Source: an optimization exercise on an open RTL-to-GDS flow (aim: small area, a short achievable clock period and few clock cycles). Production flows keep margins and buffers that such runs may drop. Only simulation tests tie the RTL to the original design; equivalence was not proved.

==> flow/design.v, too long to show whole: its modules and the start of the top module <==
// module muldiv_engine: 1045 lines
module muldiv_engine #(
    parameter int MULT_CYCLES = 5,
    parameter int DIV_CYCLES  = 10
) (
    input  logic        clk,
    input  logic        reset,
    input  logic        start,
    input  logic [2:0]  op,
    input  logic [31:0] d1,
    input  logic [31:0] d2,
    input  logic        flush,
    output logic        busy,
    output logic [31:0] hi,
    output logic [31:0] lo
);
  // ...
==> flow/flow/run.sh <==
#!/bin/bash
set -euo pipefail
bash standard.sh SETUP_SLACK_MARGIN=102.7 finish > standard_flow.log 2>&1
==> flow/standard.sh <==
#!/bin/bash
# synth_recipe.tcl (not shown) runs the flow's synth.tcl, then flattens the netlist and writes it again
# the make line also repeats each setting of config.mk as NAME=value (left out here)
make -C /OpenROAD-flow-scripts/flow DESIGN_CONFIG=/design/flow/config.mk WORK_HOME=/design/flow/orfs CLKGATE_MAP_FILE= SYNTH_SCRIPT=/design/flow/synth_recipe.tcl "${@:-finish}"
==> flow/config.mk <==
export PLATFORM = sky130hd
export DESIGN_NAME = muldiv_engine
export DESIGN_NICKNAME = muldiv_engine
export VERILOG_FILES = /design/flow/design.v
export SDC_FILE = /design/flow/constraint.sdc
export NUM_CORES = 4
export LEC_CHECK = 0
export ABC_AREA = 1
export CAP_MARGIN = 20
export CORE_MARGIN = 2
export CORE_UTILIZATION = 40
export SLEW_MARGIN = 20
==> flow/constraint.sdc <==
create_clock -name core_clock -period 130.0 [get_ports {clk}]
set_input_delay 26.0000 -clock core_clock [delete_from_list [all_inputs] [get_ports {clk}]]
set_output_delay 26.0000 -clock core_clock [all_outputs]
set_load 0.01 [all_outputs]
==> reports/qor.csv, run 1 <==
metric,value,unit
outcome,"complete, no violations",
drt_pass1_iterations,8,
synthToLayoutAreaGrowth,14.5,%
first_iter_violations,4858,
max_freq,35.4,MHz
cts_setup_buffers,39,
fin_worst_skew,29.8,ps
vias_per_cell,6.17,
cpMostUsedCell,buf_12,
synth_compound_gate_area_share,0.220,
timing.hold.ws,529,ps
multi_input_area_share,0.710,
hold_depth,2,
cts_buffer_depth,2,
cp-end-kind,flip-flop,
clockRootBuffer,clkbuf_16,
taps,1040,
max_slew_margin,0.201,
dieArea,81100,sq um
synth_most_common_cell,nand2_1,
cts_tree,yes,
r2r_cells,173,
cts_buffers,9,
post-route-min-period,28250,ps
top_layer_used,met5,
fin_cells,5758,
drc,0,
min-delay-start,hi_reg[25],
finalHoldViolCount,0,
core_area,77700,sq um
nClkBuffers,9,
final_cell_area,36100,sq um
synth_simple_gate_area_frac,0.194,
io_pins,136,
die_y,285,um
met3WireLength,22400,um
grt_max_degree,59,
Testbench counts, summed over its fixed seeds: cycles 9,538.
==> inputs of run 2 (changes only) <==
--- a/flow/design.v
+++ b/flow/design.v
@@ -42,22 +42,25 @@
     logic        bprev_reg;            
     logic [32:0] macc, mx;
     logic [16:0] mb;
     logic        mcorr;
     logic [49:0] mv;
     logic        m_last;
     assign m_last = (cnt_reg == 6'd1);
     assign macc   = {macc_s_reg, hi_reg};
-    assign mx     = {sgn_reg & x_reg[31], x_reg[31:0]};
-    assign mb     = {lo_reg[15:0], bprev_reg};
+    logic        m_first, a_short, b_short, mswap, mshort;
+    assign m_first = (cnt_reg == 6'(32 / KM));
+    assign a_short = (x_reg[31:15] == 17'd0) | (sgn_reg & (x_reg[31:15] == 17'h1ffff));
+    assign b_short = (lo_reg[31:15] == 17'd0) | (sgn_reg & (lo_reg[31:15] == 17'h1ffff));
+    assign mswap   = m_first & a_short & ~b_short;
+    assign mshort  = m_first & (a_short | b_short);
+    assign mx     = mswap ? {sgn_reg & lo_reg[31], lo_reg} : {sgn_reg & x_reg[31], x_reg[31:0]};
+    assign mb     = mswap ? {x_reg[15:0], 1'b0} : {lo_reg[15:0], bprev_reg};
     assign mcorr  = ~sgn_reg & m_last & lo_reg[15];
-    logic        mshort;
-    assign mshort = (cnt_reg == 6'(32 / KM)) &
-                    ((lo_reg[31:15] == 17'd0) | (sgn_reg & (lo_reg[31:15] == 17'h1ffff)));
     wire bo0 = mb[1] ^ mb[0];
     wire bt0 = (mb[2] & ~mb[1] & ~mb[0]) | (~mb[2] & mb[1] & mb[0]);
     wire bn0 = mb[2];
     wire [33:0] pp0;
     assign pp0[0] = ((bo0 & mx[0]) | (bt0 & 1'b0)) ^ bn0;
     assign pp0[1] = ((bo0 & mx[1]) | (bt0 & mx[0])) ^ bn0;
     assign pp0[2] = ((bo0 & mx[2]) | (bt0 & mx[1])) ^ bn0;
     assign pp0[3] = ((bo0 & mx[3]) | (bt0 & mx[2])) ^ bn0;
==> flow/run.sh (new file) <==
#!/bin/bash
# synth_recipe.tcl (not shown) runs the flow's synth.tcl, then flattens the netlist and writes it again
# the make line also repeats each setting of config.mk as NAME=value (left out here)
make -C /OpenROAD-flow-scripts/flow DESIGN_CONFIG=/design/flow/config.mk WORK_HOME=/design/flow/orfs CLKGATE_MAP_FILE= SYNTH_SCRIPT=/design/flow/synth_recipe.tcl finish
removed: flow/flow/run.sh
removed: flow/standard.sh
==> run 2 against run 1 <==
Effect of this change:
- first-iteration DRC count is 1.8% lower
- wire length is 5.4% lower
- cell count is 1.6% higher
- register-to-register slack lost 3100 ps
- non-clock buffer count shrank 65
- hold slack gained 38 ps
- die area grew 1.3%
- design area decreased by 3.5%
- critical path depth decreased by 1
- clock skew is 9.3 ps lower
==> reports/qor.csv, run 2 <==
metric,value,unit,change
finalCritPeriodShare,0.229,,was 0.217
tns,0,ps,unchanged
fp.dieW,287,um,was 285 um
synth_most_common_cell,nand2_1,,unchanged
grt_overflow,0,,unchanged
cp_slowest_stage_delay,820,ps,was 750 ps
synthToLayoutAreaGrowth,8.96,%,was 14.5%
path_delay_family,simple AND/OR/NAND/NOR gates,,unchanged
cts_setup_buffers,0,,was 39
dpl_cell_area,34500,sq um,was 34000 sq um
synth_seq_cells,110,,unchanged
cts_max_level,3,,unchanged
final_nets,5314,,was 5238
cp-end-kind,flip-flop,,unchanged
grt_max_degree,64,,was 59
fin_worst_skew,20.5,ps,was 29.8 ps
outcome,"complete, no violations",,unchanged
synthTopCellsByArea,"fa_1 (17%), nand2_1 (11%), xor2_1 (11%), inv_1 (8.9%), ha_1 (6.9%)",,"was fa_1 (18%), xor2_1 (11%), nand2_1 (10%), inv_1 (8.7%), ha_1 (7.3%)"
synth_enable_flop_cells,43,,unchanged
track_usage,0.376,,was 0.397
drv_slew,0,,unchanged
start_util,0.405,,was 0.406
cts_tree,yes,,unchanged
via_count,35200,,was 35500
cts_resized,0,,was 301
cts.sink_count,110,,unchanged
hold_depth,2,,unchanged
cts_buffers,9,,unchanged
nFillCells,8432,,was 8199
tightestPinTransition,1240,ps,was 1200 ps
arrival,30100,ps,was 28570 ps
worstSkewPairLatency,400,ps,was 420 ps
first_iter_violations,4771,,was 4858
cts_buffer_depth,2,,unchanged
drc,0,,unchanged
grt_pass1_vias,32500,,was 33100
setup_viol,0,,unchanged
core_area,79000,sq um,was 77700 sq um
dieArea,82200,sq um,was 81100 sq um
detail_route.wl_per_cell,26.9,um,was 28.9 um
synth_commonest_cells,"nand2_1 (932), inv_1 (756), xor2_1 (392)",,"was nand2_1 (866), inv_1 (730), xor2_1 (399)"
max_freq,33.6,MHz,was 35.4 MHz
wirelength,157000,um,was 166000 um
final_common_cell,nand2_1,,unchanged
drt_pass1_iterations,7,,was 8
die_y,287,um,was 285 um
post-route-min-period,29800,ps,was 28250 ps
place_inst,5829,,was 5661
netlist.area_leader.share,0.173,,was 0.175
rows,103,,was 102
hold_buffers,0,,unchanged
r2r_cells,175,,was 173
io_pins,136,,unchanged
drive_above_1_share,0.0580,,was 0.108
synthFlopType,dfxtp_1,,unchanged
antenna_found_initial,9,,was 16
synth_cell_types,67,,was 65
vias_per_cell,6.01,,was 6.17
synthArstFlopShare,0,,unchanged
yosysWarnings,3,,unchanged
gp_congestion,1.12,,was 1.06
start_kind,input port,,unchanged
finalHoldViolCount,0,,unchanged
grt_pass1_wl,226000,um,was 235000 um
final_cell_area,34800,sq um,was 36100 sq um
layout_common_cells,"nand2_1 (924), inv_1 (756), xor2_1 (392), o21ai_0 (322), a21oi_1 (297)",,"was nand2_1 (842), inv_1 (721), xor2_1 (399), o22ai_1 (283), fa_1 (276)"
path_max_fanout,45,,was 16
max_slew_margin,0.155,,was 0.201
crit_chain,"clkdlybuf4s50_1, nor4_1, nand4_1, or4_1, o211ai_1, nor2_4, inv_1, nor2_1, a221oi_1",,"was clkbuf_2, nor4_4, nand4_1, or4_4, o2111ai_4, buf_12, buf_12, buf_16, nand2_1, a21oi_1"
path_depth,9,,was 10
hold_path.class,reg -> reg,,unchanged
drtAntennaViolNets,0,,unchanged
syn_area_per_cell,6.67,sq um,was 6.79 sq um
max_cap_viol_count,0,,unchanged
clockRootBuffer,clkbuf_16,,unchanged
portBuffers,135,,unchanged
path_class,in -> reg,,unchanged
timing.critical_path.buf_inv,2,,was 4
synthCells,4796,,was 4644
syn-cell-area,32000,sq um,was 31600 sq um
fin_util,0.441,,was 0.465
hpwl,126000,um,about the same
crit_required,130300,ps,was 130320 ps
syn-num-nets,5319,,was 5176
fin_cells,5852,,was 5758
yosysTopAreaCell,fa_1,,unchanged
ys_seq_area_frac,0.0823,,was 0.0834
crit_slowest_cell,nor4_1,,was or4_4
cts.clk_slew.worst_paths,90,ps,was 100 ps
rsz0062_at_grt,false,,was true
run 2: cell types whose count changed in the layout (fill, tap and decap cells not counted), moves of 21 or more:
cell             change
a21oi_1             +28
and2_1              -21
clkdlybuf4s50_1     +96
dfxtp_4             -48
dlygate4sd2_1       -72
o21ai_0             +51
inv_1               +35
buf_4               -21
nand2_1             +82
nor2_1              +57
buf_6               -22
dfxtp_1             +55
run 2: per-stage QoR:
step                hold slack, ps  worst slack, ps
floorplan                      524           101640
CTS                            559           100420
global placement               541           100100
global route                   620            98790
finish                         567           100200
detailed placement             544           100020
run 2: worst register-to-register path: cells and delay by family, from the launching register on:
| kind | cells | cell delay (ps) |
|---|---|---|
| adders and majority gates | 8 | 2580 |
| and+or+nand+nor | 102 | 12340 |
| DFF | 1 | 460 |
| AOI/OAI and AO/OA | 42 | 8540 |
| buffers and inverters | 23 | 4990 |
run 2: kinds of logic (layout without fill, tap and decap cells):
| group | count (synthesis) | after routing | synth area share |
|---|---|---|---|
| mux | 5 | 5 | 0.00157 |
| simple gates | 1502 | 1502 | 0.197 |
| xor+xnor | 442 | 442 | 0.121 |
| compound gates | 1240 | 1240 | 0.232 |
| fa+ha+maj | 452 | 452 | 0.242 |
| buf+inv | 1045 | 1045 | 0.125 |
| other cells | 0 | 6 | 0 |
| flops | 110 | 110 | 0.0823 |
run 2: final cells by class:
type                            count  area (sq um)  share of cell area
Multi-Input combinational cell   3641         25500               0.732
Inverter                          793          2980              0.0855
Sequential cell                   110          2630              0.0756
Timing Repair Buffer              236          2120              0.0610
Tap cell                         1050          1310              0.0377
Clock buffer                       11           243             0.00697
Clock inverter                      5          33.8            0.000970
Antenna cell                        6          15.0            0.000431
run 2: path summary, 6_finish.rpt:
| check | slack, ps | start | end |
|---|---|---|---|
| worst max-delay path | 100200 | d2[4] | lo_reg[31] |
| worst max register to register | 100930 | hi_reg[0] | hi_reg[30] |
| worst min-delay path | 570 | lo_reg[8] | lo_reg[8] |
| worst min register to register | 570 | lo_reg[8] | lo_reg[8] |
run 2: per-layer routing:
metal / up-vias / track usage / wire, um
met5: - / 0 / 59
met4: 8 / 0.187 / 9800
met3: 392 / 0.0829 / 16900
met2: 2112 / 0.567 / 66800
met1: 16800 / 0.505 / 63900
li1: 15800 / - / -
Testbench counts of run 2, summed over its fixed seeds: cycles 9,316.
==> inputs of run 3 (changes only) <==
--- a/flow/config.mk
+++ b/flow/config.mk
@@ -8,5 +8,5 @@
 export ABC_AREA = 1
 export CAP_MARGIN = 20
 export CORE_MARGIN = 2
-export CORE_UTILIZATION = 40
+export CORE_UTILIZATION = 50
 export SLEW_MARGIN = 20
==> run 3 against run 2 <==
Effect of this change:
- critical path depth up 1
- non-clock buffer count up 19
==> reports/qor.csv, run 3 <==
metric,value,unit,change
syn-num-nets,5319,,unchanged
synthToLayoutAreaGrowth,8.62,%,was 8.96%
ys_seq_area_frac,0.0823,,unchanged
rsz0062_at_grt,false,,unchanged
synthFlopType,dfxtp_1,,unchanged
synthArstFlopShare,0,,unchanged
drt_pass1_iterations,7,,unchanged
r2r_cells,186,,was 175
fin_worst_skew,12.0,ps,was 20.5 ps
syn-cell-area,32000,sq um,unchanged
tns,0,ps,unchanged
cts_resized,0,,unchanged
layout_common_cells,"nand2_1 (926), inv_1 (755), xor2_1 (392), o21ai_0 (322), a21oi_1 (297)",,"was nand2_1 (924), inv_1 (756), xor2_1 (392), o21ai_0 (322), a21oi_1 (297)"
drive_above_1_share,0.0619,,was 0.0580
cts_tree,yes,,unchanged
start_util,0.506,,was 0.405
synth_enable_flop_cells,43,,unchanged
detail_route.wl_per_cell,26.5,um,was 26.9 um
hpwl,119000,um,was 126000 um
wirelength,150000,um,was 157000 um
netlist.area_leader.share,0.173,,unchanged
io_pins,136,,unchanged
gp_congestion,1.13,,was 1.12
max_freq,34.2,MHz,was 33.6 MHz
dieArea,66000,sq um,was 82200 sq um
vias_per_cell,6.25,,was 6.01
cp-end-kind,flip-flop,,unchanged
grt_pass1_wl,220000,um,was 226000 um
cts_buffer_depth,2,,unchanged
synthCells,4796,,unchanged
synthTopCellsByArea,"fa_1 (17%), nand2_1 (11%), xor2_1 (11%), inv_1 (8.9%), ha_1 (6.9%)",,unchanged
drc,0,,unchanged
tightestPinTransition,1230,ps,was 1240 ps
drtAntennaViolNets,0,,unchanged
core_area,63200,sq um,was 79000 sq um
cts.clk_slew.worst_paths,80,ps,was 90 ps
yosysWarnings,3,,unchanged
cts.sink_count,110,,unchanged
drv_slew,0,,unchanged
cts_setup_buffers,0,,unchanged
final_nets,5333,,was 5314
nFillCells,6401,,was 8432
finalHoldViolCount,0,,unchanged
synth_seq_cells,110,,unchanged
die_y,257,um,was 287 um
crit_required,130300,ps,about the same
r2r_slack,102040,ps,was 100930 ps
start_kind,input port,,unchanged
cts_buffers,9,,unchanged
portBuffers,135,,unchanged
first_iter_violations,5177,,was 4771
outcome,"complete, no violations",,unchanged
hold_depth,2,,unchanged
rows,92,,was 103
grt_overflow,0,,unchanged
antenna_found_initial,14,,was 9
path_max_fanout,45,,unchanged
hold_buffers,0,,unchanged
post-route-min-period,29220,ps,was 29800 ps
post-place-ws,100600,ps,was 100020 ps
final_common_cell,nand2_1,,unchanged
setup_viol,0,,unchanged
synth_cell_types,67,,unchanged
path_class,in -> reg,,unchanged
grt_pass1_vias,32500,,about the same
synth_most_common_cell,nand2_1,,unchanged
finalCritPeriodShare,0.225,,was 0.229
worstSkewPairLatency,390,ps,was 400 ps
clockRootBuffer,clkbuf_16,,unchanged
fp.dieW,257,um,was 287 um
hold_path.class,reg -> reg,,unchanged
max_cap_viol_count,0,,unchanged
cts_max_level,3,,unchanged
grt_max_degree,82,,was 64
arrival,29520,ps,was 30100 ps
max_slew_margin,0.180,,was 0.155
layout_setup_ws,100780,ps,was 100200 ps
yosysTopAreaCell,fa_1,,unchanged
via_count,35400,,was 35200
track_usage,0.448,,was 0.376
synth_commonest_cells,"nand2_1 (932), inv_1 (756), xor2_1 (392)",,unchanged
syn_area_per_cell,6.67,sq um,unchanged
-- run 3: layout make-up --
cell class / count / area, sq um / area share
diodes: 10 / 25.0 / 0.000720
clock inverters: 7 / 72.6 / 0.00209
flip-flops and latches: 110 / 2630 / 0.0758
well taps: 846 / 1060 / 0.0305
multi-input cells: 3641 / 25500 / 0.734
clock buffers: 9 / 225 / 0.00648
repair buffers: 255 / 2260 / 0.0651
inverters: 793 / 2980 / 0.0857
-- run 3: per-layer routing --
metal	share of wire	global-route usage	up-vias	routed length (um)
met1	0.39	0.603	16600	59100
li1	-	-	15900	-
met4	0.066	0.236	10	9990
met3	0.13	0.116	493	19400
met5	0.00053	0	-	80
met2	0.41	0.658	2425	61700
-- run 3: kinds of logic after synthesis --
kind of cell | count (synthesis) | synth area share
XOR/XNOR | 442 | 0.121
AND/OR/NAND/NOR | 1502 | 0.197
AO/OA/AOI/OAI | 1240 | 0.232
flip-flops | 110 | 0.0823
buffers and inverters | 1045 | 0.125
multiplexers | 5 | 0.00157
adder cells (fa/ha/maj) | 452 | 0.242
-- run 3: through the flow --
step                cell area [sq um]  std cells  hold slack, ps   util
floorplan                       32000       4796             524      -
global placement                34400       5644             501  0.544
detailed placement              34400       5644             497  0.544
CTS                             34700       5660             514  0.549
global route                    34700       5661             540  0.549
finish                          34700       5671             518  0.550
-- run 3: final timing paths --
check / end / start
setup reg to reg: hi_reg[0] / sgn_reg
setup / recovery: lo_reg[10] / d2[4]
hold reg to reg: hi_reg[31] / hi_reg[31]
hold / removal: hi_reg[31] / hi_reg[31]
-- run 3: worst max-delay path: stages --
cell and delay [ps]:
clkdlybuf4s50_1 530, nor4_1 520, nand4_1 360, or4_1 610, o211ai_1 190, nor2_4 40, buf_4 260, inv_1 580
a2111oi_0 180, a211oi_1 220
==> inputs of run 4 (changes only) <==
--- a/flow/config.mk
+++ b/flow/config.mk
@@ -8,5 +8,6 @@
 export ABC_AREA = 1
 export CAP_MARGIN = 20
 export CORE_MARGIN = 2
-export CORE_UTILIZATION = 50
+export CORE_UTILIZATION = 55
+export PLACE_DENSITY = 0.7
 export SLEW_MARGIN = 20
==> run 4 against run 3 <==
Effect of this change:
- hold slack improved by 54 ps
- sequential share of layout area is essentially flat
- die area down 9.0%
- synthesized area did not move
- maximum frequency is 1.4% lower
- first-iteration DRC count up 17%
- core utilization is 5.0 points higher
- via count is 4.1% higher
==> reports/qor.csv, run 4 <==
metric,value,unit,change
fp.dieW,245,um,was 257 um
r2r_cells,174,,was 186
crit_required,130290,ps,was 130300 ps
yosysWarnings,3,,unchanged
grt_overflow,0,,unchanged
fin_worst_skew,19.9,ps,was 12.0 ps
r2r-start,lo_reg[0],,was sgn_reg
arrival,29930,ps,was 29520 ps
tns,0,ps,unchanged
synth_commonest_cells,"nand2_1 (932), inv_1 (756), xor2_1 (392)",,unchanged
synthCells,4796,,unchanged
finalCritPeriodShare,0.228,,was 0.225
max_freq,33.7,MHz,was 34.2 MHz
die_y,245,um,was 257 um
grt_pass1_vias,33600,,was 32500
first_iter_violations,6042,,was 5177
path_max_fanout,45,,unchanged
vias_per_cell,6.62,,was 6.25
cp-end-kind,flip-flop,,unchanged
drive_above_1_share,0.0591,,was 0.0619
synthTopCellsByArea,"fa_1 (17%), nand2_1 (11%), xor2_1 (11%), inv_1 (8.9%), ha_1 (6.9%)",,unchanged
cts_max_level,3,,unchanged
cts_buffer_depth,2,,unchanged
cts.sink_count,110,,unchanged
finalHoldViolCount,0,,unchanged
place_inst,5552,,was 5644
timing.hold.ws,572,ps,was 518 ps
r2r_slack,101270,ps,was 102040 ps
antenna_found_initial,7,,was 14
syn-num-nets,5319,,unchanged
synth_enable_flop_cells,43,,unchanged
syn_area_per_cell,6.67,sq um,unchanged
outcome,"complete, no violations",,unchanged
synth_cell_types,67,,unchanged
hold_buffers,0,,unchanged
layout_common_cells,"nand2_1 (929), inv_1 (756), xor2_1 (392), o21ai_0 (322), a21oi_1 (296)",,"was nand2_1 (926), inv_1 (755), xor2_1 (392), o21ai_0 (322), a21oi_1 (297)"
synthArstFlopShare,0,,unchanged
drv_slew,0,,unchanged
via_count,36900,,was 35400
grt_max_degree,64,,was 82
tightestPinTransition,1340,ps,was 1230 ps
start_kind,input port,,unchanged
syn-cell-area,32000,sq um,unchanged
hold_path.class,reg -> reg,,unchanged
grt_pass1_wl,227000,um,was 220000 um
fin_cells,5572,,was 5671
ys_seq_area_frac,0.0823,,unchanged
start_util,0.555,,was 0.506
path_class,in -> reg,,unchanged
netlist.area_leader.share,0.173,,unchanged
min_to,lo_reg[8],,was hi_reg[31]
yosysTopAreaCell,fa_1,,unchanged
nFillCells,5458,,was 6401
worstSkewPairLatency,400,ps,was 390 ps
synthFlopType,dfxtp_1,,unchanged
clockRootBuffer,clkbuf_16,,unchanged
io_pins,136,,unchanged
rows,88,,was 92
max_cap_viol_count,0,,unchanged
setup_viol,0,,unchanged
dieArea,60100,sq um,was 66000 sq um
cts_tree,yes,,unchanged
drtAntennaViolNets,0,,unchanged
cts_resized,0,,unchanged
track_usage,0.514,,was 0.448
synth_most_common_cell,nand2_1,,unchanged
cts_setup_buffers,0,,unchanged
final_common_cell,nand2_1,,unchanged
cts.clk_slew.worst_paths,90,ps,was 80 ps
hold_depth,2,,unchanged
gp_congestion,1.10,,was 1.13
wirelength,158000,um,was 150000 um
drc,0,,unchanged
final_nets,5322,,was 5333
core_area,57600,sq um,was 63200 sq um
rsz0062_at_grt,false,,unchanged
r2r-end,hi_reg[19],,was hi_reg[0]
detail_route.wl_per_cell,28.3,um,was 26.5 um
synth_seq_cells,110,,unchanged
drt_pass1_iterations,7,,unchanged
min-delay-start,lo_reg[8],,was hi_reg[31]
hpwl,125000,um,was 119000 um
post-route-min-period,29640,ps,was 29220 ps
max_slew_margin,0.108,,was 0.180
synthToLayoutAreaGrowth,7.99,%,was 8.62%
portBuffers,135,,unchanged
cts_buffers,9,,unchanged
run 4: cell counts after synthesis:
No cell type changed its count.
run 4: logic make-up after synthesis:
| kind of cell | count (synthesis) | synth area share |
|---|---|---|
| multiplexers | 5 | 0.00157 |
| adder cells (fa/ha/maj) | 452 | 0.242 |
| AO/OA/AOI/OAI | 1240 | 0.232 |
| XOR/XNOR | 442 | 0.121 |
| AND/OR/NAND/NOR | 1502 | 0.197 |
| buffers and inverters | 1045 | 0.125 |
| flip-flops | 110 | 0.0823 |
run 4: final cells by class:
class                      instances  area (sq um)  area share
multi-input combinational       3641         25500       0.738
inverter                         793          2980      0.0862
sequential                       110          2630      0.0762
timing repair buffer             244          2180      0.0633
tap                              765           957      0.0277
clock buffer                      12           258     0.00746
clock inverter                     4          27.5    0.000797
antenna                            3          7.51    0.000217
run 4: how the worst max path moves through the flow:
stage	cells past startpoint	end	slack, ps	startpoint
after global placement	10	hi_reg[1]	100220	d2[5]
after CTS	10	hi_reg[17]	100550	d2[5]
final	9	lo_reg[21]	100360	d2[5]
after global routing	174	hi_reg[17]	99490	lo_reg[0]
after floorplan	3	x_reg[0]	101640	reset
after detailed placement	10	hi_reg[17]	100170	d2[5]
run 4: metrics by stage:
step                      setup WS, ps  utilization  cell area (sq um)
after floorplan                 101640            -              32000
after detailed placement        100170        0.594              34200
final                           100360        0.600              34500
after global routing             99490        0.599              34500
after CTS                       100550        0.599              34500
after global placement          100220        0.594              34200
run 4: metal layers:
layer	wire, um	global-route usage
met5	23	0
met4	14000	0.336
met2	63900	0.750
met1	57700	0.678
met3	22200	0.124
run 4: worst max-delay path, cell delays in order:
cell and delay [ps]:
clkdlybuf4s50_1 500, nor4_1 810, nand4_1 490, or4_1 650
o211ai_1 190, nor2_4 250, inv_1 620, nor3_1 90
a221oi_1 290
==> inputs of run 5 (changes only) <==
==> flow/flow/run.sh (new file) <==
#!/bin/bash
set -euo pipefail
bash standard.sh SETUP_SLACK_MARGIN=101.7 finish > standard_flow.log 2>&1
==> flow/standard.sh (new file) <==
#!/bin/bash
# synth_recipe.tcl (not shown) runs the flow's synth.tcl, then flattens the netlist and writes it again
# the make line also repeats each setting of config.mk as NAME=value (left out here)
make -C /OpenROAD-flow-scripts/flow DESIGN_CONFIG=/design/flow/config.mk WORK_HOME=/design/flow/orfs CLKGATE_MAP_FILE= SYNTH_SCRIPT=/design/flow/synth_recipe.tcl "${@:-finish}"
--- a/flow/config.mk
+++ b/flow/config.mk
@@ -6,8 +6,7 @@
 export NUM_CORES = 4
 export LEC_CHECK = 0
 export ABC_AREA = 1
-export CAP_MARGIN = 20
+export CAP_MARGIN = 30
 export CORE_MARGIN = 2
-export CORE_UTILIZATION = 55
-export PLACE_DENSITY = 0.7
+export CORE_UTILIZATION = 40
 export SLEW_MARGIN = 20
removed: flow/run.sh
==> run 5 against run 4 <==
Effect of this change:
- still clean on timing, DRC and antenna
- hold slack better by 41 ps
- non-clock buffer count is 30 higher
- design area is 2.9% higher
- synthesized area stayed put
- flip-flop and latch count stayed put
- critical path depth is 1 higher
- first-iteration DRC count is 13% lower
- synthesized cell count stayed put
- maximum frequency is 4.3% higher
- setup slack better by 1200 ps
- sequential share of layout area is 0.22 points lower
- critical path type unchanged
==> reports/qor.csv, run 5 <==
metric,value,unit,change
dieArea,82200,sq um,was 60100 sq um
nFillCells,8365,,was 5458
finalHoldViolCount,0,,unchanged
outcome,"complete, no violations",,unchanged
drc,0,,unchanged
rows,103,,was 88
vias_per_cell,6.08,,was 6.62
drive_above_1_share,0.0746,,was 0.0591
final_common_cell,nand2_1,,unchanged
path_max_fanout,12,,was 45
drv_slew,0,,unchanged
crit_slowest_cell,or4_4,,was nor4_1
layout_common_cells,"nand2_1 (920), inv_1 (752), xor2_1 (392), o21ai_0 (312), a21oi_1 (296)",,"was nand2_1 (929), inv_1 (756), xor2_1 (392), o21ai_0 (322), a21oi_1 (296)"
post-route-min-period,28400,ps,was 29640 ps
synth_compound_gate_area_share,0.232,,unchanged
cts_buffer_depth,2,,unchanged
drtAntennaViolNets,0,,unchanged
synth_top_family_by_area,adder cells,,unchanged
setup_viol,0,,unchanged
gp_congestion,1.11,,was 1.10
synthCells,4796,,unchanged
synth_fa_ha_area_frac,0.242,,unchanged
crit_chain,"buf_8, nor4_4, nand4_1, or4_4, o211ai_1, buf_4, buf_12, nor2_2, o21ai_0, a31oi_1",,"was clkdlybuf4s50_1, nor4_1, nand4_1, or4_1, o211ai_1, nor2_4, inv_1, nor3_1, a221oi_1"
first_iter_violations,5227,,was 6042
track_usage,0.383,,was 0.514
synth_enable_flop_cells,43,,unchanged
synth_most_common_cell,nand2_1,,unchanged
drt_pass1_iterations,7,,unchanged
synthTopCellsByArea,"fa_1 (17%), nand2_1 (11%), xor2_1 (11%), inv_1 (8.9%), ha_1 (6.9%)",,unchanged
synth_cell_types,67,,unchanged
synthMuxAreaShare,0.00157,,unchanged
synth_simple_gate_area_frac,0.197,,unchanged
grt_max_degree,59,,was 64
wirelength,161000,um,was 158000 um
grt_overflow,0,,unchanged
synth_seq_cells,110,,unchanged
cts.clk_slew.worst_paths,90,ps,about the same
tightestPinTransition,1210,ps,was 1340 ps
synth_commonest_cells,"nand2_1 (932), inv_1 (756), xor2_1 (392)",,unchanged
yosysTopAreaCell,fa_1,,unchanged
rsz0062_at_grt,true,,was false
ys_seq_area_frac,0.0823,,unchanged
post-place-ws,99970,ps,was 100170 ps
layout_setup_ws,101600,ps,was 100360 ps
via_count,35900,,was 36900
hold_buffers,0,,unchanged
clockRootBuffer,clkbuf_16,,unchanged
start_util,0.405,,was 0.555
fp.dieW,287,um,was 245 um
synthArstFlopShare,0,,unchanged
cts_buffers,9,,unchanged
max_slew_margin,0.192,,was 0.108
cts_tree,yes,,unchanged
synthFlopType,dfxtp_1,,unchanged
grt_pass1_wl,230000,um,was 227000 um
arrival,28630,ps,was 29930 ps
syn_area_per_cell,6.67,sq um,unchanged
max_cap_viol_count,0,,unchanged
cp_slowest_stage_delay,650,ps,was 810 ps
synthXorXnorAreaFrac,0.121,,unchanged
start_kind,input port,,unchanged
detail_route.wl_per_cell,27.4,um,was 28.3 um
hpwl,126000,um,was 125000 um
syn-num-nets,5319,,unchanged
io_pins,136,,unchanged
synthToLayoutAreaGrowth,11.2,%,was 7.99%
cp-end-kind,flip-flop,,unchanged
fin_worst_skew,15.3,ps,was 19.9 ps
netlist.area_leader.share,0.173,,unchanged
yosysWarnings,3,,unchanged
grt_pass1_vias,33000,,was 33600
antenna_found_initial,14,,was 7
hold_path.class,reg -> reg,,unchanged
syn-cell-area,32000,sq um,unchanged
worstSkewPairLatency,400,ps,about the same
portBuffers,135,,unchanged
cts_max_level,3,,unchanged
cts.sink_count,110,,unchanged
path_class,in -> reg,,unchanged
core_area,79000,sq um,was 57600 sq um
finalCritPeriodShare,0.218,,was 0.228
tns,0,ps,unchanged
final_nets,5356,,was 5322
max_freq,35.2,MHz,was 33.7 MHz
crit_required,130220,ps,was 130290 ps
die_y,287,um,was 245 um
## run 5: kinds of logic (layout without fill, tap and decap cells)
family                   count (synthesis)  count (layout)
AO/OA/AOI/OAI                         1240            1240
XOR/XNOR                               442             442
adder cells (fa/ha/maj)                452             452
buffers and inverters                 1045            1085
flip-flops                             110             110
multiplexers                             5               5
other                                    0               8
AND/OR/NAND/NOR                       1502            1504
## run 5: cell type report
type	count	area, sq um	area share
diodes	8	20.0	0.000563
clock buffers	9	225	0.00634
clock inverters	7	70.1	0.00197
inverters	793	3030	0.0851
multi-input cells	3643	25700	0.722
flip-flops and latches	110	2630	0.0741
well taps	1050	1310	0.0370
repair buffers	274	2590	0.0729
repair inverters	2	13.8	0.000387
## run 5: worst paths after layout
| path | start | to | slack, ps | depth (start not counted) |
|---|---|---|---|---|
| hold reg to reg | hi_reg[5] | hi_reg[5] | 610 | 2 |
| hold / removal | hi_reg[5] | hi_reg[5] | 610 | 2 |
| setup / recovery | d2[3] | lo_reg[18] | 101600 | 10 |
| setup reg to reg | hi_reg[0] | hi_reg[17] | 103700 | 177 |
## run 5: critical path: cells and delay by family
kind            cells  cell delay [ps]
compound gates      3              470
buf+inv             3              440
simple gates        4             1700
## run 5: per-layer routing
metal / vias up / track usage / part of all wire
met5: - / 0.00988 / 0.0014
met3: 451 / 0.0921 / 0.12
met1: 17100 / 0.511 / 0.40
met4: 16 / 0.197 / 0.065
met2: 2389 / 0.572 / 0.42
li1: 15900 / - / -
## run 5: what timing repair did
item	CTS	global route
gates resized for setup	50	76
pin swaps	8	12
setup endpoints to repair	67	64
buffers inserted	9	12
gates cloned	6	4
## run 5: per-stage QoR
step	area, sq um	utilization	cells	hold WS (ps)
4_1_cts	35100	0.445	5865	598
5_1_grt	35500	0.450	5890	645
6_report	35500	0.450	5896	614
2_1_floorplan	32000	-	4796	524
3_5_place_dp	34600	0.438	5834	587
3_3_place_gp	34500	0.437	5829	595
==> inputs of run 6 (changes only) <==
==> flow/flow/run.sh (replaced) <==
#!/bin/bash
set -euo pipefail
bash standard.sh SETUP_SLACK_MARGIN=101.5 finish > standard_flow.log 2>&1
--- a/flow/config.mk
+++ b/flow/config.mk
@@ -8,5 +8,5 @@
 export ABC_AREA = 1
 export CAP_MARGIN = 30
 export CORE_MARGIN = 2
-export CORE_UTILIZATION = 40
+export CORE_UTILIZATION = 50
 export SLEW_MARGIN = 20
==> run 6 against run 5 <==
Effect of this change:
- first-iteration DRC count grew 0.29%
- synthesized cell count is the same
- non-clock buffer count shrank 2
- via count shrank 0.81%
- design area shrank 1.4%
- cell count shrank 3.6%
- critical endpoint is now lo_reg[16]
==> reports/qor.csv, run 6 <==
metric,value,unit,change
max_slew_margin,0.0684,,was 0.192
grt_pass1_vias,32500,,was 33000
met3WireLength,19800,um,was 18800 um
outcome,"complete, no violations",,unchanged
finalCritPeriodShare,0.219,,was 0.218
synth_top_family_by_area,adder cells,,unchanged
synth_enable_flop_cells,43,,unchanged
wl_met1,59500,um,was 64300 um
synthToLayoutAreaGrowth,9.63,%,was 11.2%
r2r_slack,103780,ps,was 103700 ps
first_iter_violations,5242,,was 5227
io_pins,136,,unchanged
place_inst,5647,,was 5834
layout_setup_ws,101590,ps,was 101600 ps
synth_most_common_cell,nand2_1,,unchanged
drive_above_1_share,0.0687,,was 0.0746
drc,0,,unchanged
detail_route.wl_per_cell,26.6,um,was 27.4 um
cts.sink_count,110,,unchanged
crit_required,130290,ps,was 130220 ps
final_nets,5352,,was 5356
post-place-ws,100630,ps,was 99970 ps
grt_pass1_wl,220000,um,was 230000 um
crit_chain,"clkdlybuf4s50_1, nor4_2, nand4_1, or4_4, o211ai_1, nor2_4, buf_8, clkinvlp_2, a21oi_1, o31ai_1, inv_1",,"was buf_8, nor4_4, nand4_1, or4_4, o211ai_1, buf_4, buf_12, nor2_2, o21ai_0, a31oi_1"
finalHoldViolCount,0,,unchanged
r2r_cells,189,,was 177
grt_max_degree,82,,was 59
clockRootBuffer,clkbuf_16,,unchanged
synth_compound_gate_area_share,0.232,,unchanged
portBuffers,135,,unchanged
crit_slowest_cell,or4_4,,unchanged
fin_worst_skew,14.8,ps,was 15.3 ps
synth_commonest_cells,"nand2_1 (932), inv_1 (756), xor2_1 (392)",,unchanged
synth_cell_types,67,,unchanged
hpwl,119000,um,was 126000 um
via_count,35600,,was 35900
grt_overflow,0,,unchanged
arrival,28710,ps,was 28630 ps
synthMuxAreaShare,0.00157,,unchanged
synthFlopType,dfxtp_1,,unchanged
cp_slowest_stage_delay,520,ps,was 650 ps
tightestPinTransition,1400,ps,was 1210 ps
post-route-min-period,28410,ps,was 28400 ps
drt_pass1_iterations,7,,unchanged
ys_seq_area_frac,0.0823,,unchanged
crit_path_end,lo_reg[16],,was lo_reg[18]
worstSkewPairLatency,410,ps,was 400 ps
synthArstFlopShare,0,,unchanged
rows,92,,was 103
path_max_fanout,47,,was 12
synth_fa_ha_area_frac,0.242,,unchanged
final_common_cell,nand2_1,,unchanged
cts_buffers,9,,unchanged
gp_congestion,1.13,,was 1.11
antenna_found_initial,15,,was 14
max_freq,35.2,MHz,about the same
cts.clk_slew.worst_paths,80,ps,was 90 ps
max_cap_viol_count,0,,unchanged
syn-cell-area,32000,sq um,unchanged
startpoint,d2[9],,was d2[3]
cts_max_level,3,,unchanged
setup_viol,0,,unchanged
yosysWarnings,3,,unchanged
timing.hold.ws,513,ps,was 614 ps
top_layer_used,met5,,unchanged
cp-end-kind,flip-flop,,unchanged
start_kind,input port,,unchanged
syn-num-nets,5319,,unchanged
tns,0,ps,unchanged
synthTopCellsByArea,"fa_1 (17%), nand2_1 (11%), xor2_1 (11%), inv_1 (8.9%), ha_1 (6.9%)",,unchanged
dieArea,66000,sq um,was 82200 sq um
fin_cells,5686,,was 5896
synth_seq_cells,110,,unchanged
r2r-start,lo_reg[31],,was hi_reg[0]
hold_buffers,0,,unchanged
r2r-end,hi_reg[0],,was hi_reg[17]
synthCells,4796,,unchanged
synthXorXnorAreaFrac,0.121,,unchanged
layout_common_cells,"nand2_1 (925), inv_1 (752), xor2_1 (392), o21ai_0 (319), a21oi_1 (296)",,"was nand2_1 (920), inv_1 (752), xor2_1 (392), o21ai_0 (312), a21oi_1 (296)"
path_class,in -> reg,,unchanged
drtAntennaViolNets,0,,unchanged
cts_tree,yes,,unchanged
die_y,257,um,was 287 um
rsz0062_at_grt,false,,was true
fp.dieW,257,um,was 287 um
yosysTopAreaCell,fa_1,,unchanged
vias_per_cell,6.26,,was 6.08
syn_area_per_cell,6.67,sq um,unchanged
dr_wl_met2,60800,um,was 67700 um
track_usage,0.449,,was 0.383
hold_depth,2,,unchanged
drv_slew,0,,unchanged
wirelength,151000,um,was 161000 um
hold_path.class,reg -> reg,,unchanged
cts_buffer_depth,2,,unchanged
start_util,0.506,,was 0.405
synth_simple_gate_area_frac,0.197,,unchanged
core_area,63200,sq um,was 79000 sq um
netlist.area_leader.share,0.173,,unchanged
-- run 6: cell counts after synthesis --
No cell type changed its count.
-- run 6: layer usage --
metal,track usage,up-vias
met5,0,-
met4,0.265,14
met3,0.126,528
met2,0.642,2458
met1,0.603,16600
li1,-,15900
-- run 6: critical path: cells and delay by family --
| kind | cells | cell delay (ps) |
|---|---|---|
| AOI/OAI and AO/OA | 3 | 400 |
| and+or+nand+nor | 4 | 1230 |
| buffers and inverters | 4 | 1050 |
-- run 6: cell type report --
cell class | instances | area [sq um]
Fill cell | 6369 | 28100
Tap cell | 846 | 1060
Sequential cell | 110 | 2630
Multi-Input combinational cell | 3641 | 25600
Antenna cell | 6 | 15.0
Clock buffer | 9 | 225
Timing Repair inverter | 2 | 12.5
Timing Repair Buffer | 272 | 2480
Clock inverter | 7 | 50.0
Inverter | 793 | 3010
-- run 6: worst min path at each step --
stage	from	end	slack (ps)
floorplan	hi_reg[19]	hi_reg[19]	520
global placement	hi_reg[31]	hi_reg[31]	500
detailed placement	hi_reg[31]	hi_reg[31]	500
CTS	hi_reg[31]	hi_reg[31]	510
global route	hi_reg[31]	hi_reg[31]	520
finish	hi_reg[31]	hi_reg[31]	510
-- run 6: logic make-up (layout without fill, tap and decap cells) --
| family | after synthesis | count (layout) |
|---|---|---|
| other cells | 0 | 6 |
| mux | 5 | 5 |
| simple gates | 1502 | 1502 |
| flops | 110 | 110 |
| xor+xnor | 442 | 442 |
| fa+ha+maj | 452 | 452 |
| compound gates | 1240 | 1240 |
| buf+inv | 1045 | 1083 |
-- run 6: what timing repair did --
item                                    4_1_cts  5_1_grt
endpoints found under the setup margin       35       42
buffers inserted                              2        9
cloned                                        3        1
gates resized for setup                      23       29
pin swaps                                     3        6
-- run 6: metrics by stage --
step	util	cell area, sq um
floorplan	-	32000
global placement	0.544	34400
detailed placement	0.545	34400
CTS	0.552	34900
global route	0.554	35000
finish	0.555	35100

==> re-timing with driven ports <==
Ports are ideal in the flow. The routed layouts listed here were re-timed in OpenROAD. Step 1 sets driving cells, clkbuf_16 on the clock port and buf_2 on the other inputs (assumed; they add their load-dependent delay and slew). Step 2 moves the port delays by t, midway between the first and last clock arrival at a register: inputs arrive t later, outputs are due t later. That takes back most of the time a late clock gives input paths. Slacks: ideal / step 1 / step 2; pairs: ideal / step 1.
run	shift t [ns]	setup WS [ns]	hold slack, ns	worst setup path at the end	pins driven straight from the clock port
run 1	0.463	101.749 / 101.779 / 101.317	0.529 / 0.529 / 0.529	input to register	1
run 2	0.456	100.196 / 100.232 / 99.777	0.567 / 0.567 / 0.567	input to register	1
run 3	0.446	100.779 / 100.815 / 100.369	0.518 / 0.518 / 0.518	input to register	1
run 4	0.447	100.363 / 100.399 / 99.952	0.572 / 0.572 / 0.572	input to register	1
run 5	0.461	101.596 / 101.621 / 101.161	0.614 / 0.614 / 0.614	input to register	1
run 6	0.457	101.588 / 101.621 / 101.164	0.513 / 0.513 / 0.513	input to register	1
After both steps setup and hold are still met in every run listed. For run 5, which loses most, drivers alone change the setup slack by +0.025 ns; drivers and shift together by -0.435 ns.
